This design comes from an exercise in tuning for small area, a short achievable clock period and few clock cycles per item on the open sky130 flow, not from production work.
Where RTL was checked, it was by simulation tests only, not by an equivalence proof against the original.

==> run Z <==
Design fpu_pipe_wrap, start of the top module:
module fpu_pipe_wrap #(
  parameter int TAG_W = 4
) (
  input  logic             clk,
  input  logic             rst,
  input  logic             in_valid,
  output logic             in_ready,
  input  logic [1:0]       in_opcode,
  input  logic             in_fmt,
  input  logic [31:0]      in_x,
  input  logic [31:0]      in_y,
  input  logic [TAG_W-1:0] in_tag,
  output logic             out_valid,
  input  logic             out_ready,
  output logic [31:0]      out_r,
  output logic [TAG_W-1:0] out_tag
);
  logic v, adv;
  assign adv       = !v || out_ready;
  assign in_ready  = !rst && adv;
  assign out_valid = v;
  always_ff @(posedge clk) begin
    if (rst)      v <= 1'b0;
    else if (adv) v <= in_valid;
  end
  logic [7:0]  ex, ey, d;
  logic [8:0]  dxy;
  logic        y_gt, x_lt, sub;
  logic [23:0] mx, my, mbig, msml;
  logic [26:0] sh;
  logic [27:0] r_add;
  logic        s_add;
  logic [7:0]  emax;
  assign ex   = in_x[30:23];
  assign ey   = in_y[30:23];
  assign mx   = (ex != 8'd0) ? {1'b1, in_x[22:0]} : 24'd0;
  assign my   = (ey != 8'd0) ? {1'b1, in_y[22:0]} : 24'd0;
  assign dxy  = {1'b0, ex} - {1'b0, ey};
  assign y_gt = dxy[8];
  assign d    = y_gt ? ey - ex : dxy[7:0];
  assign x_lt = in_x[30:0] < in_y[30:0];
  assign mbig = x_lt ? my : mx;
  assign msml = x_lt ? mx : my;
  assign emax = y_gt ? ey : ex;
  assign s_add = x_lt ? in_y[31] : in_x[31];
  assign sub  = in_x[31] ^ in_y[31];
  always_comb begin
    logic [26:0] t;
    t = {msml, 3'b000};
  ...
clock: 32.0 ns
lec_check: 0
abc_area: 1
cap_margin: 20
core_margin: 2
core_utilization: 55
place_density: 0.75
slew_margin: 20
standard.sh (not shown) runs the stock make flow with config.mk's settings and CLKGATE_MAP_FILE= SYNTH_SCRIPT=/design/flow/synth_recipe.tcl, a recipe that flattens the netlist after the stock synthesis.
==> flow/flow/run.sh <==
#!/bin/bash
# Own layout flow: the standard ORFS flow (standard.sh) with these changes.
# 1. Synthesis: before the fine step's quick ABC pass, full adders are extracted as the
#    RTL writes them (extract_fa -fa), so that pass cannot flip their polarity and leave
#    inverters between them; the later adder step then runs as usual. ABC maps for area
#    with flow/abc_area.script (map -a, no upsizing), which replaces ORFS's area script
#    (ABC_AREA=1 selects it). Registers and every other synthesis step are as in the
#    standard flow.
# 2. Stronger timing repair: the clock and the SDC are the design's; only the resizer's
#    setup target is raised (SETUP_SLACK_MARGIN), so repair_timing works on the longest
#    paths until their slack is that far above zero, and the ports get buf_2 buffers.
# Every tool's output goes to a log file in this folder (ORFS's own logs under orfs/logs).
set -e
cp -r "$FLOW_HOME/scripts" ./scripts_local
cp flow/abc_area.script scripts_local/abc_area.script
old='  synth -top $::env(DESIGN_NAME) -run fine: {*}$synth_full_args'
grep -qxF "$old" scripts_local/synth.tcl
awk -v old="$old" '
  $0 == old {
    print "  synth -top $::env(DESIGN_NAME) -run fine: -noabc {*}$synth_full_args"
    print "  extract_fa -fa"
    print "  abc -fast"
    print "  opt -fast"
    next
  }
  { print }' scripts_local/synth.tcl > scripts_local/synth.tcl.new
mv scripts_local/synth.tcl.new scripts_local/synth.tcl
# the adder step extracts full adders only (half adders stay plain logic for ABC)
sed -i 's/^  extract_fa {\*}\[dont_use_extract_fa_args\]$/  extract_fa -fa/' scripts_local/synth.tcl
grep -qxF "  extract_fa -fa" scripts_local/synth.tcl
grep -qxF "  extract_fa -fa" scripts_local/synth.tcl
diff "$FLOW_HOME/scripts/synth.tcl" scripts_local/synth.tcl > synth_tcl_patch.log || true
cat scripts_local/abc_area.script > abc_script.log
export SCRIPTS_DIR="$PWD/scripts_local"
export SETUP_SLACK_MARGIN=18.8
export TNS_END_PERCENT=10
export BUFFER_PORTS_ARGS="-buffer_cell sky130_fd_sc_hd__buf_2"
bash standard.sh > standard_flow.log 2>&1
==> flow/flow/abc_area.script <==
strash
dch
map -a
topo
stime -c
buffer -c
dnsize -c
==> inputs of run A, as changes to run Z <==
==> flow/flow/run.sh (replaced) <==
#!/bin/bash
# Own layout flow: the standard ORFS flow (standard.sh) with stronger timing repair.
# The clock and the SDC are the design's; only the resizer's setup target is raised
# (SETUP_SLACK_MARGIN), so repair_timing works on the longest paths until their slack
# is that far above zero, and the ports get stronger buffers (BUFFER_PORTS_ARGS).
# Every tool's output goes to a log file in this folder.
set -e
export SETUP_SLACK_MARGIN=18.8
export TNS_END_PERCENT=10
export BUFFER_PORTS_ARGS="-buffer_cell sky130_fd_sc_hd__buf_2"
bash standard.sh > standard_flow.log 2>&1
- ABC_AREA: 1 -> not set
- CORE_UTILIZATION: 55 -> 40
- PLACE_DENSITY: 0.75 -> not set
removed: flow/flow/abc_area.script
==> inputs of run D, as changes to run Z <==
--- a/flow/design.v
+++ b/flow/design.v
@@ -118,39 +118,45 @@
     if (rst)      v <= 1'b0;
     else if (adv) v <= in_valid;
   end
   logic [7:0]  ex, ey, d;
   logic [8:0]  dxy;
-  logic        y_gt, x_lt, sub;
+  logic        y_gt, e_eq, sub, near;
   logic [23:0] mx, my, mbig, msml;
   logic [26:0] sh;
-  logic [27:0] r_add;
+  logic [27:0] r_far, r_near, r_add;
+  logic [24:0] n_xy, n_yx;
   logic        s_add;
   logic [7:0]  emax;
   assign ex   = in_x[30:23];
   assign ey   = in_y[30:23];
   assign mx   = (ex != 8'd0) ? {1'b1, in_x[22:0]} : 24'd0;
   assign my   = (ey != 8'd0) ? {1'b1, in_y[22:0]} : 24'd0;
   assign dxy  = {1'b0, ex} - {1'b0, ey};
   assign y_gt = dxy[8];
+  assign e_eq = (ex == ey);
   assign d    = y_gt ? ey - ex : dxy[7:0];
-  assign x_lt = in_x[30:0] < in_y[30:0];
-  assign mbig = x_lt ? my : mx;
-  assign msml = x_lt ? mx : my;
+  assign mbig = y_gt ? my : mx;
+  assign msml = y_gt ? mx : my;
   assign emax = y_gt ? ey : ex;
-  assign s_add = x_lt ? in_y[31] : in_x[31];
   assign sub  = in_x[31] ^ in_y[31];
   always_comb begin
     logic [26:0] t;
     t = {msml, 3'b000};
     for (int k = 0; k < 5; k++) begin
       if (d[k]) t = (t >> (1 << k)) | {26'd0, |(t & ((27'd1 << (1 << k)) - 27'd1))};
     end
     if (d[7:5] != 3'd0) t = {26'd0, |msml};
     sh = t;
   end
-  assign r_add = sub ? {1'b0, {mbig, 3'b000} - sh} : {1'b0, mbig, 3'b000} + {1'b0, sh};
+  assign r_far  = sub ? {1'b0, {mbig, 3'b000} - sh} : {1'b0, mbig, 3'b000} + {1'b0, sh};
+  assign n_xy   = {1'b0, mx} - {1'b0, my};
+  assign n_yx   = {1'b0, my} - {1'b0, mx};
+  assign near   = e_eq && sub;
+  assign r_near = {1'b0, n_xy[24] ? n_yx[23:0] : n_xy[23:0], 3'b000};
+  assign r_add  = near ? r_near : r_far;
+  assign s_add  = near ? (n_xy[24] ? in_y[31] : in_x[31]) : (y_gt ? in_y[31] : in_x[31]);
   logic [47:0] pa, pb, p;
   logic [27:0] r_mul;
   fpu_mul24_cs u_mul (
     .a  ({1'b1, in_x[22:0]}),
     .b  ({1'b1, in_y[22:0]}),
==> flow/flow/run.sh (replaced) <==
#!/bin/bash
# Own layout flow: the standard ORFS flow (standard.sh) with stronger timing repair.
# The clock and the SDC are the design's; only the resizer's setup target is raised
# (SETUP_SLACK_MARGIN), so repair_timing works on the longest paths until their slack
# is that far above zero, and the ports get stronger buffers (BUFFER_PORTS_ARGS).
# Every tool's output goes to a log file in this folder.
set -e
export SETUP_SLACK_MARGIN=18.8
export TNS_END_PERCENT=10
export BUFFER_PORTS_ARGS="-buffer_cell sky130_fd_sc_hd__buf_2"
bash standard.sh > standard_flow.log 2>&1
- ABC_AREA: 1 -> not set
- CORE_UTILIZATION: 55 -> 40
- PLACE_DENSITY: 0.75 -> not set
removed: flow/flow/abc_area.script
==> run summary <==
count of cell types in the netlist: 54
Seq/Total Area, Yosys: 5.64%
clk slew on worst S/H paths: 0.06 ns
non-clk buf share: 7.49%
met2 usage: 60.2%
area share of the largest cell type after synthesis: 40.3%
DP HPWL: 66.5 mm
FF-to-FF setup slack: 30.80 ns
CP cell instances: buf_2 > inv_1 > a21oi_1 > buf_2
outcome: complete, no violations
The numbers above come from run Z.

==> run summary <==
outcome: complete, no violations
I/O Pins: 113
clk slew on worst S/H paths: 0.07 ns
Seq/Total Area, Yosys: 4.78%
DP HPWL: 73.4 mm
count of cell types in the netlist: 97
Compound-Gate Fraction of Synth Area: 14.5%
CP cell instances: buf_6 > nor2b_4 > nor2_1 > buf_2
FF-to-FF setup slack: 30.34 ns
area share of the largest cell type after synthesis: 34.2%
WL met3: 9.32 mm
non-clk buf share: 6.12%
port buffer count: 112
The numbers above come from run A.

==> run summary <==
outcome: complete, no violations
DR WL/cell: 21.7 um
FF-to-FF setup slack: 30.51 ns
Non-Clock Inverter Count: 590
count of cell types in the netlist: 104
DP HPWL: 76.3 mm
clk slew on worst S/H paths: 0.06 ns
Seq/Total Area, Yosys: 4.55%
met2 usage: 42.3%
The numbers above come from run D.

Testbench counts of run Z, summed over its fixed seeds: cycles 32,008, items 32,000.
Testbench counts of run A, summed over its fixed seeds: cycles 32,008, items 32,000.
No functional check of the RTL was part of run D.

-- re-timing with driven ports --
How much do the figures lean on ideal ports? The routed layouts below were timed once more, with nothing changed but the port constraints. Step 1 sets driving cells, clkbuf_16 on the clock port and buf_2 on the other inputs (assumed; they add their load-dependent delay and slew). Step 2, shift: input delay + t, output delay - t, t = (earliest + latest rising clock arrival at the registers) / 2. This alone moves slack from input paths to output paths. a / b / c = ideal / step 1 / step 2; a / b = the first two.
run | t (ns) | setup WS [ns] | clock arrival spread, ns | slew at the worst register clock pin (ns) | pins driven straight from the clock port
run Z | 0.331 | 18.803 / 18.785 / 18.520 | 0.014 / 0.014 | 0.08 / 0.08 | 1
run A | 0.342 | 18.805 / 18.773 / 18.544 | 0.010 / 0.010 | 0.07 / 0.07 | 1
run D | 0.332 | 18.785 / 18.763 / 18.654 | 0.009 / 0.010 | 0.07 / 0.07 | 1
After both steps setup and hold are still met in every run listed. The setup slack of run Z, which loses most, moves by -0.018 ns with the drivers and by -0.283 ns with both steps.
